Background: an optimization exercise with open tools, aiming at small area, a short achievable clock period and few clock cycles per item. Do not read the settings as production practice.
Where RTL was checked, it was by simulation tests only, not by an equivalence proof against the original.
Power is estimated from default activity; no workload was simulated.

==> flow/design.v <==
`default_nettype none
package rv_m_pkg;
    localparam int unsigned xlen = 32;
    typedef enum logic [2:0] {
        op_mul    = 3'd0,   
        op_mulh   = 3'd1,   
        op_mulhsu = 3'd2,   
        op_mulhu  = 3'd3,   
        op_div    = 3'd4,
        op_divu   = 3'd5,
        op_rem    = 3'd6,
        op_remu   = 3'd7
    } muldiv_op_e;
    localparam int unsigned op_div_bit = 2;
endpackage
`default_nettype wire
`default_nettype none
package muldiv_pkg;
    typedef struct packed {
        logic [2:0]                   op;   
        logic [31:0]                  a;
        logic [31:0]                  b;
    } muldiv_req_t;
    typedef struct packed {
        logic [31:0]                  quotient;
        logic [31:0]                  remainder;
    } div_result_t;
    localparam int unsigned div_iterations = 32;
    localparam int unsigned mul_iterations = 32;
    typedef enum logic [1:0] {
        div_idle, div_init, div_divide, div_finish
    } div_state_e;
    typedef enum logic [1:0] {
        mul_idle, mul_run, mul_finish
    } mul_state_e;
    typedef enum logic [1:0] {
        seq_idle, seq_mul, seq_div
    } seq_state_e;
endpackage
`default_nettype wire
`timescale 1ns/1ps
`default_nettype none
module muldiv_unit (
    input  logic                           clk,
    input  logic                           reset,
    input  logic                           req,
    input  muldiv_pkg::muldiv_req_t        req_data,
    output logic                           busy,
    output logic                           result_valid,
    output logic [rv_m_pkg::xlen-1:0]      result
);
    function automatic logic [5:0] bitlen(input logic [31:0] v);
        logic [15:0] v16;
        logic [7:0]  v8;
        logic [3:0]  v4;
        logic [1:0]  v2;
        logic        z16, z8, z4, z2, z1;
        z16 = ~|v[31:16];
        v16 = z16 ? v[15:0] : v[31:16];
        z8  = ~|v16[15:8];
        v8  = z8 ? v16[7:0] : v16[15:8];
        z4  = ~|v8[7:4];
        v4  = z4 ? v8[3:0] : v8[7:4];
        z2  = ~|v4[3:2];
        v2  = z2 ? v4[1:0] : v4[3:2];
        z1  = ~v2[1];
        if (v == 32'b0)
            bitlen = 6'd0;
        else
            bitlen = 6'd32 - {1'b0, z16, z8, z4, z2, z1};
    endfunction
    logic s_idle, s_mstep, s_mfin, s_div1, s_dstep, s_dfin;
    logic [32:0]  x;        
    logic [31:0]  q;        
    logic [32:0]  d;        
    logic [4:0]   cnt;      
    logic [5:0]   la, lb;   
    logic         swp;      
    logic         first;    
    logic [2:0]   op;
    logic         a_neg;    
    logic         bz;       
    logic         triv;     
    logic         rv;
    logic [2:0]   r_op;
    logic [31:0]  r_a, r_b, r_as, r_bs;
    logic         r_div, r_a_signed, r_b_signed, r_swap;
    logic [7:0]   ta, tb;
    assign r_op = req_data.op;
    assign r_a  = req_data.a;
    assign r_b  = req_data.b;
    assign r_div      = r_op[2];
    assign r_a_signed = !(r_op[0] && (r_op[1] || r_op[2]));       
    assign r_b_signed = (r_op == 3'd0) || (r_op == 3'd1) || (r_op == 3'd4) || (r_op == 3'd6);
    assign r_as = r_a ^ {32{r_a_signed & r_a[31]}};
    assign r_bs = r_b ^ {32{r_b_signed & r_b[31]}};
    always_comb begin
        for (int i = 0; i < 8; i++) begin
            ta[i] = |(r_as >> (4 * i));
            tb[i] = |(r_bs >> (4 * i));
        end
    end
    assign r_swap = !r_div && |(ta & ~tb);
    logic [31:0] r_sm;
    logic        r_corr, r_triv;
    always_comb begin
        r_sm = r_as;
        for (int i = 1; i < 32; i = i * 2)
            r_sm = r_sm | (r_sm >> i);
    end
    assign r_corr = r_a_signed & r_a[31] & !(r_b_signed & r_b[31]);
    assign r_triv = (r_b == 32'b0)
                    || |(r_bs & ~(r_corr ? {r_sm[30:0], 1'b1} : r_sm));
    logic        is_rem, mul_lo, q_neg;
    logic [6:0]  kdiff;
    logic [4:0]  k;
    logic [5:0]  lm;
    logic [4:0]  mtgt;      
    logic        madd;      
    logic        m_last, d_last, fix;
    logic        finishing, accept;
    assign is_rem = op[1];
    assign mul_lo = (op[1:0] == 2'd0);
    assign q_neg  = a_neg ^ d[32];
    assign kdiff  = {1'b0, la} - {1'b0, lb};
    assign k      = kdiff[4:0];
    assign lm     = swp ? lb : la;
    assign madd   = lm[5];
    assign mtgt   = madd ? 5'd15 : lm[5:1];
    assign m_last = (cnt == mtgt);
    assign d_last = (cnt == 5'd0);
    assign fix    = is_rem && x[32] && a_neg;      
    assign finishing = s_mfin || (s_div1 && triv) || (s_dstep && d_last && !is_rem && !q_neg)
                       || (s_dfin && !fix);
    assign busy   = !(s_idle || finishing);
    assign accept = req && !busy;
    logic [34:0] add_a, add_b, sum, dx;
    logic        c_ax, c_aq, c_ainv, c_one, c_two, c_binv, c_cin;
    logic        ax, aq, ainv, bone, btwo, binv, cin;
    assign dx   = {{2{d[32]}}, d};
    assign ax   = c_ax;
    assign aq   = c_aq;
    assign ainv = c_ainv;
    assign bone = c_one;
    assign btwo = c_two;
    assign binv = c_binv;
    assign cin  = c_cin;
    assign add_a = (({{2{x[32]}}, x} & {35{ax}}) | ({3'b0, q} & {35{aq}})) ^ {35{ainv}};
    assign add_b = (({35{bone}} & dx) | ({35{btwo}} & {dx[33:0], 1'b0})) ^ {35{binv}};
    muldiv_add35 u_add (
        .a   (add_a),
        .b   (add_b),
        .cin (cin),
        .s   (sum)
    );
    logic [31:0] fh, fl;
    logic [4:0]  fs;
    logic [94:0] fsh;
    logic [32:0] fun;
    always_comb begin
        if (s_div1) begin
            fh = {d[32], d[32:2]};
            fl = {d[1:0], 30'b0};
            fs = k;
        end else if (mul_lo) begin
            fh = x[31:0];
            fl = q;
            fs = {mtgt[3:0], 1'b0};
        end else begin
            fh = {32{x[31]}};
            fl = x[31:0];
            fs = {mtgt[3:0], 1'b0};
        end
    end
    assign fsh = {31'b0, fh, fl} << fs;
    assign fun = fsh[62:30];
    logic n_mstep, n_mfin, n_div1, n_dstep, n_dfin, n_first;
    assign n_mstep = accept ? !r_div : (s_mstep && !m_last);
    assign n_mfin  = !accept && s_mstep && m_last;
    assign n_div1  = accept && r_div;
    assign n_dstep = !accept && ((s_div1 && !triv) || (s_dstep && !d_last));
    assign n_dfin  = !accept && ((s_dstep && d_last && !finishing) || (s_dfin && fix));
    assign n_first = accept;
    logic [2:0] bt;
    logic       nb_one, nb_two, nb_neg;
    logic       f_one, f_two, f_neg;       
    logic       nx32;                        
    logic       r_a_neg;
    always_comb begin
        bt = first ? x[3:1] : q[3:1];
        nb_one = bt[1] ^ bt[0];
        nb_two = (bt == 3'b011) || (bt == 3'b100);
        nb_neg = bt[2];
    end
    assign f_one   = r_swap ? r_b[0] : r_a[0];
    assign f_two   = r_swap ? (r_b[1] & !r_b[0]) : (r_a[1] & !r_a[0]);
    assign f_neg   = r_swap ? r_b[1] : r_a[1];
    assign r_a_neg = r_a_signed && r_a[31];
    assign nx32    = sum[32];
    logic k_ax, k_aq, k_ainv, k_one, k_two, k_binv, k_cin;
    logic k_mstep, k_mfin, k_dstep, k_dfin;
    assign k_mstep = s_mstep && !m_last;
    assign k_mfin  = s_mstep && m_last;
    assign k_dstep = (s_div1 && !triv) || (s_dstep && !d_last);
    assign k_dfin  = (s_dstep && d_last && !finishing) || (s_dfin && fix);
    assign k_ax    = k_mstep || k_mfin || k_dstep || (k_dfin && is_rem);
    assign k_aq    = k_dfin && !is_rem;
    assign k_ainv  = k_dfin && (!is_rem || (!nx32 && a_neg));
    assign k_one   = (k_mstep && nb_one) || k_mfin || k_dstep || (k_dfin && is_rem && nx32);
    assign k_two   = k_mstep && nb_two;
    assign k_binv  = (k_mstep && nb_neg) || (k_dstep && (nx32 ~^ d[32]))
                     || (k_dfin && is_rem && nx32 && d[32]);
    assign k_cin   = (k_mstep && nb_neg) || (k_dstep && (nx32 ~^ d[32]))
                     || (k_dfin && (!is_rem || (nx32 ? d[32] : a_neg)));
    always_ff @(posedge clk) begin
        if (accept) begin
            c_ax   <= r_div;
            c_aq   <= 1'b0;
            c_ainv <= r_div && r_a_neg;
            c_one  <= !r_div && f_one;
            c_two  <= !r_div && f_two;
            c_binv <= !r_div && f_neg;
            c_cin  <= r_div ? r_a_neg : f_neg;
        end else begin
            c_ax   <= k_ax;
            c_aq   <= k_aq;
            c_ainv <= k_ainv;
            c_one  <= k_one;
            c_two  <= k_two;
            c_binv <= k_binv;
            c_cin  <= k_cin;
        end
    end
    always_ff @(posedge clk) begin
        if (reset) begin
            s_idle  <= 1'b1;
            s_mstep <= 1'b0;
            s_mfin  <= 1'b0;
            s_div1  <= 1'b0;
            s_dstep <= 1'b0;
            s_dfin  <= 1'b0;
            rv      <= 1'b0;
        end else begin
            rv      <= finishing;
            s_idle  <= !accept && (s_idle || finishing);
            s_mstep <= n_mstep;
            s_mfin  <= n_mfin;
            s_div1  <= n_div1;
            s_dstep <= n_dstep;
            s_dfin  <= n_dfin;
        end
    end
    logic [32:0] ld_x, ld_d, x_n, d_n;
    logic [31:0] q_n;
    logic        x_en, d_en, q_en;
    logic        q_sum, q_fun, q_tx, q_t1;
    assign ld_x = r_swap ? {r_b_signed & r_b[31], r_b} : {r_a_signed & r_a[31], r_a};
    assign ld_d = r_swap ? {r_a_signed & r_a[31], r_a} : {r_b_signed & r_b[31], r_b};
    assign x_en = accept || s_mstep || s_div1 || s_dstep || s_dfin;
    assign x_n  = ({33{s_mstep}} & sum[34:2])
                | ({33{(s_div1 || s_dstep || s_dfin) && !accept}} & sum[32:0])
                | ({33{accept}} & ld_x);
    assign d_en = accept || s_div1 || (s_dstep && !d_last);
    assign d_n  = ({33{accept}} & ld_d)
                | ({33{s_div1 && !accept}} & fun)
                | ({33{s_dstep && !accept}} & {d[32], d[32:1]});
    assign q_sum = (s_mfin && madd) || s_dfin;
    assign q_fun = s_mfin && !madd;
    assign q_tx  = s_div1 && triv && is_rem;
    assign q_t1  = s_div1 && triv && !is_rem && bz;
    assign q_en  = s_mstep || s_mfin || s_div1 || s_dstep || s_dfin;
    assign q_n   = ({32{q_sum}} & sum[31:0])
                 | ({32{q_fun}} & fun[31:0])
                 | ({32{s_mstep && first}}  & {sum[1:0], x[31:2]})
                 | ({32{s_mstep && !first}} & {sum[1:0], q[31:2]})
                 | ({32{s_dstep}} & {q[30:0], !sum[32]})
                 | ({32{q_tx}} & x[31:0])
                 | {32{q_t1}};
    always_ff @(posedge clk) begin
        if (x_en) x <= x_n;
        if (d_en) d <= d_n;
        if (q_en) q <= q_n;
    end
    always_ff @(posedge clk) begin
        if (accept) begin
            op      <= r_op;
            swp     <= r_swap;
            first   <= 1'b1;
            a_neg   <= r_div & r_a_signed & r_a[31];
            bz      <= (r_b == 32'b0);
            triv    <= r_triv;
            la      <= bitlen((r_div && r_corr) ? {r_as[30:0], 1'b1} : r_as);
            lb      <= bitlen(r_bs);
            cnt     <= 5'd0;
        end else begin
            if (s_mstep) begin
                first <= 1'b0;
                cnt   <= cnt + 5'd1;
            end
            if (s_div1)
                cnt <= k;
            if (s_dstep)
                cnt <= cnt - 5'd1;
        end
    end
    assign result_valid = rv;
    assign result       = q;
endmodule
module muldiv_add35 (
    input  logic [34:0] a,
    input  logic [34:0] b,
    input  logic        cin,
    output logic [34:0] s
);
    assign s = a + b + {34'b0, cin};
endmodule
`default_nettype wire
==> flow/config.mk <==
export PLATFORM = sky130hd
export DESIGN_NAME = muldiv_unit
export DESIGN_NICKNAME = muldiv_unit
export VERILOG_FILES = /design/flow/design.v
export SDC_FILE = /design/flow/constraint.sdc
export NUM_CORES = 4
export LEC_CHECK = 0
export CAP_MARGIN = 20
export CORE_MARGIN = 2
export CORE_UTILIZATION = 45
export CTS_BUF_LIST = sky130_fd_sc_hd__clkbuf_4 sky130_fd_sc_hd__clkbuf_8
export SETUP_SLACK_MARGIN = 1.0
export SLEW_MARGIN = 20
export SYNTH_HIERARCHICAL = 1
export SYNTH_MINIMUM_KEEP_SIZE = 0
==> flow/constraint.sdc <==
create_clock -name core_clock -period 5.0 [get_ports {clk}]
set_input_delay 1.0000 -clock core_clock [delete_from_list [all_inputs] [get_ports {clk}]]
set_output_delay 1.0000 -clock core_clock [all_outputs]
set_load 0.01 [all_outputs]
standard.sh (not shown) runs the stock make flow with config.mk's settings and CLKGATE_MAP_FILE= SYNTH_SCRIPT=/design/flow/synth_recipe.tcl, a recipe that flattens the netlist after the stock synthesis.
==> flow/flow/run.sh <==
#!/bin/bash
# Standard layout, with small fast buffers on the ports instead of ORFS's default
# port buffer. ORFS's own logs stay under orfs/logs; make's output goes to standard.log.
set -euo pipefail
export BUFFER_PORTS_ARGS="-buffer_cell sky130_fd_sc_hd__buf_2"
bash standard.sh > standard.log 2>&1
Testbench counts at the start, summed over its fixed seeds: cycles 18,461, ops 2,400.
Edit:
--- a/flow/design.v
+++ b/flow/design.v
@@ -80,7 +80,6 @@
     logic [2:0]   op;
     logic         a_neg;    
     logic         bz;       
-    logic         triv;     
     logic         rv;
     logic [2:0]   r_op;
     logic [31:0]  r_a, r_b, r_as, r_bs;
@@ -101,16 +100,8 @@
         end
     end
     assign r_swap = !r_div && |(ta & ~tb);
-    logic [31:0] r_sm;
-    logic        r_corr, r_triv;
-    always_comb begin
-        r_sm = r_as;
-        for (int i = 1; i < 32; i = i * 2)
-            r_sm = r_sm | (r_sm >> i);
-    end
+    logic        r_corr;
     assign r_corr = r_a_signed & r_a[31] & !(r_b_signed & r_b[31]);
-    assign r_triv = (r_b == 32'b0)
-                    || |(r_bs & ~(r_corr ? {r_sm[30:0], 1'b1} : r_sm));
     logic        is_rem, mul_lo, q_neg;
     logic [6:0]  kdiff;
     logic [4:0]  k;
@@ -124,6 +115,8 @@
     assign q_neg  = a_neg ^ d[32];
     assign kdiff  = {1'b0, la} - {1'b0, lb};
     assign k      = kdiff[4:0];
+    logic        triv;
+    assign triv   = bz || kdiff[6];
     assign lm     = swp ? lb : la;
     assign madd   = lm[5];
     assign mtgt   = madd ? 5'd15 : lm[5:1];
@@ -205,13 +198,20 @@
     assign k_dfin  = (s_dstep && d_last && !finishing) || (s_dfin && fix);
     assign k_ax    = k_mstep || k_mfin || k_dstep || (k_dfin && is_rem);
     assign k_aq    = k_dfin && !is_rem;
-    assign k_ainv  = k_dfin && (!is_rem || (!nx32 && a_neg));
-    assign k_one   = (k_mstep && nb_one) || k_mfin || k_dstep || (k_dfin && is_rem && nx32);
+    logic k_ainv0, k_ainv1, k_one0, k_one1, k_binv0, k_binv1, k_cin0, k_cin1;
+    assign k_ainv0 = k_dfin && (!is_rem || a_neg);
+    assign k_ainv1 = k_dfin && !is_rem;
+    assign k_one0  = (k_mstep && nb_one) || k_mfin || k_dstep;
+    assign k_one1  = k_one0 || (k_dfin && is_rem);
+    assign k_binv0 = (k_mstep && nb_neg) || (k_dstep && !d[32]);
+    assign k_binv1 = (k_mstep && nb_neg) || (k_dstep && d[32]) || (k_dfin && is_rem && d[32]);
+    assign k_cin0  = (k_mstep && nb_neg) || (k_dstep && !d[32]) || (k_dfin && (!is_rem || a_neg));
+    assign k_cin1  = (k_mstep && nb_neg) || (k_dstep && d[32]) || (k_dfin && (!is_rem || d[32]));
+    assign k_ainv  = nx32 ? k_ainv1 : k_ainv0;
+    assign k_one   = nx32 ? k_one1 : k_one0;
     assign k_two   = k_mstep && nb_two;
-    assign k_binv  = (k_mstep && nb_neg) || (k_dstep && (nx32 ~^ d[32]))
-                     || (k_dfin && is_rem && nx32 && d[32]);
-    assign k_cin   = (k_mstep && nb_neg) || (k_dstep && (nx32 ~^ d[32]))
-                     || (k_dfin && (!is_rem || (nx32 ? d[32] : a_neg)));
+    assign k_binv  = nx32 ? k_binv1 : k_binv0;
+    assign k_cin   = nx32 ? k_cin1 : k_cin0;
     always_ff @(posedge clk) begin
         if (accept) begin
             c_ax   <= r_div;
@@ -252,11 +252,10 @@
     end
     logic [32:0] ld_x, ld_d, x_n, d_n;
     logic [31:0] q_n;
-    logic        x_en, d_en, q_en;
+    logic        d_en;
     logic        q_sum, q_fun, q_tx, q_t1;
     assign ld_x = r_swap ? {r_b_signed & r_b[31], r_b} : {r_a_signed & r_a[31], r_a};
     assign ld_d = r_swap ? {r_a_signed & r_a[31], r_a} : {r_b_signed & r_b[31], r_b};
-    assign x_en = accept || s_mstep || s_div1 || s_dstep || s_dfin;
     assign x_n  = ({33{s_mstep}} & sum[34:2])
                 | ({33{(s_div1 || s_dstep || s_dfin) && !accept}} & sum[32:0])
                 | ({33{accept}} & ld_x);
@@ -268,18 +267,19 @@
     assign q_fun = s_mfin && !madd;
     assign q_tx  = s_div1 && triv && is_rem;
     assign q_t1  = s_div1 && triv && !is_rem && bz;
-    assign q_en  = s_mstep || s_mfin || s_div1 || s_dstep || s_dfin;
-    assign q_n   = ({32{q_sum}} & sum[31:0])
+    logic [31:0] q_o;       
+    assign q_o   = ({32{q_sum}} & sum[31:0])
                  | ({32{q_fun}} & fun[31:0])
                  | ({32{s_mstep && first}}  & {sum[1:0], x[31:2]})
                  | ({32{s_mstep && !first}} & {sum[1:0], q[31:2]})
-                 | ({32{s_dstep}} & {q[30:0], !sum[32]})
+                 | ({32{s_dstep}} & {q[30:0], 1'b0})
                  | ({32{q_tx}} & x[31:0])
                  | {32{q_t1}};
+    assign q_n   = {q_o[31:1], s_dstep ? !sum[32] : q_o[0]};
     always_ff @(posedge clk) begin
-        if (x_en) x <= x_n;
+        x <= x_n;
         if (d_en) d <= d_n;
-        if (q_en) q <= q_n;
+        q <= q_n;
     end
     always_ff @(posedge clk) begin
         if (accept) begin
@@ -288,7 +288,6 @@
             first   <= 1'b1;
             a_neg   <= r_div & r_a_signed & r_a[31];
             bz      <= (r_b == 32'b0);
-            triv    <= r_triv;
             la      <= bitlen((r_div && r_corr) ? {r_as[30:0], 1'b1} : r_as);
             lb      <= bitlen(r_bs);
             cnt     <= 5'd0;
Worst setup slack improves by 0.015 ns.
First-iteration DRC count falls by roughly a tenth.
Power falls by about a fifth.
Clock skew rises by 0.0058 ns.
Final area falls by roughly a tenth.
For the second run of this note, only the layout was checked, not whether the RTL still works.

[separate check: timing with driven ports]
No port has a modelled driver above. Below, the same layouts with a new extraction and two added sets of constraints. Step 1 assumes that a clkbuf_16 drives the clock port and a buf_2 every other input. Step 2 moves the port delays by t, midway between the first and last clock arrival at a register: inputs arrive t later, outputs are due t later. That takes back most of the time a late clock gives input paths. Three values: no drivers, after step 1, after step 2; two values: the first two.
run	t, ns	slack for setup (ns)	latest minus earliest clock arrival (ns)	pins driven straight from the clock port
the first run	0.565	1.009 / 1.009 / 0.564	0.023 / 0.024	1
the second run	0.551	1.024 / 1.019 / 0.572	0.030 / 0.030	1
After both steps every run listed still meets setup and hold. For the second run, which loses most, drivers alone change the setup slack by -0.005 ns; drivers and shift together by -0.452 ns.
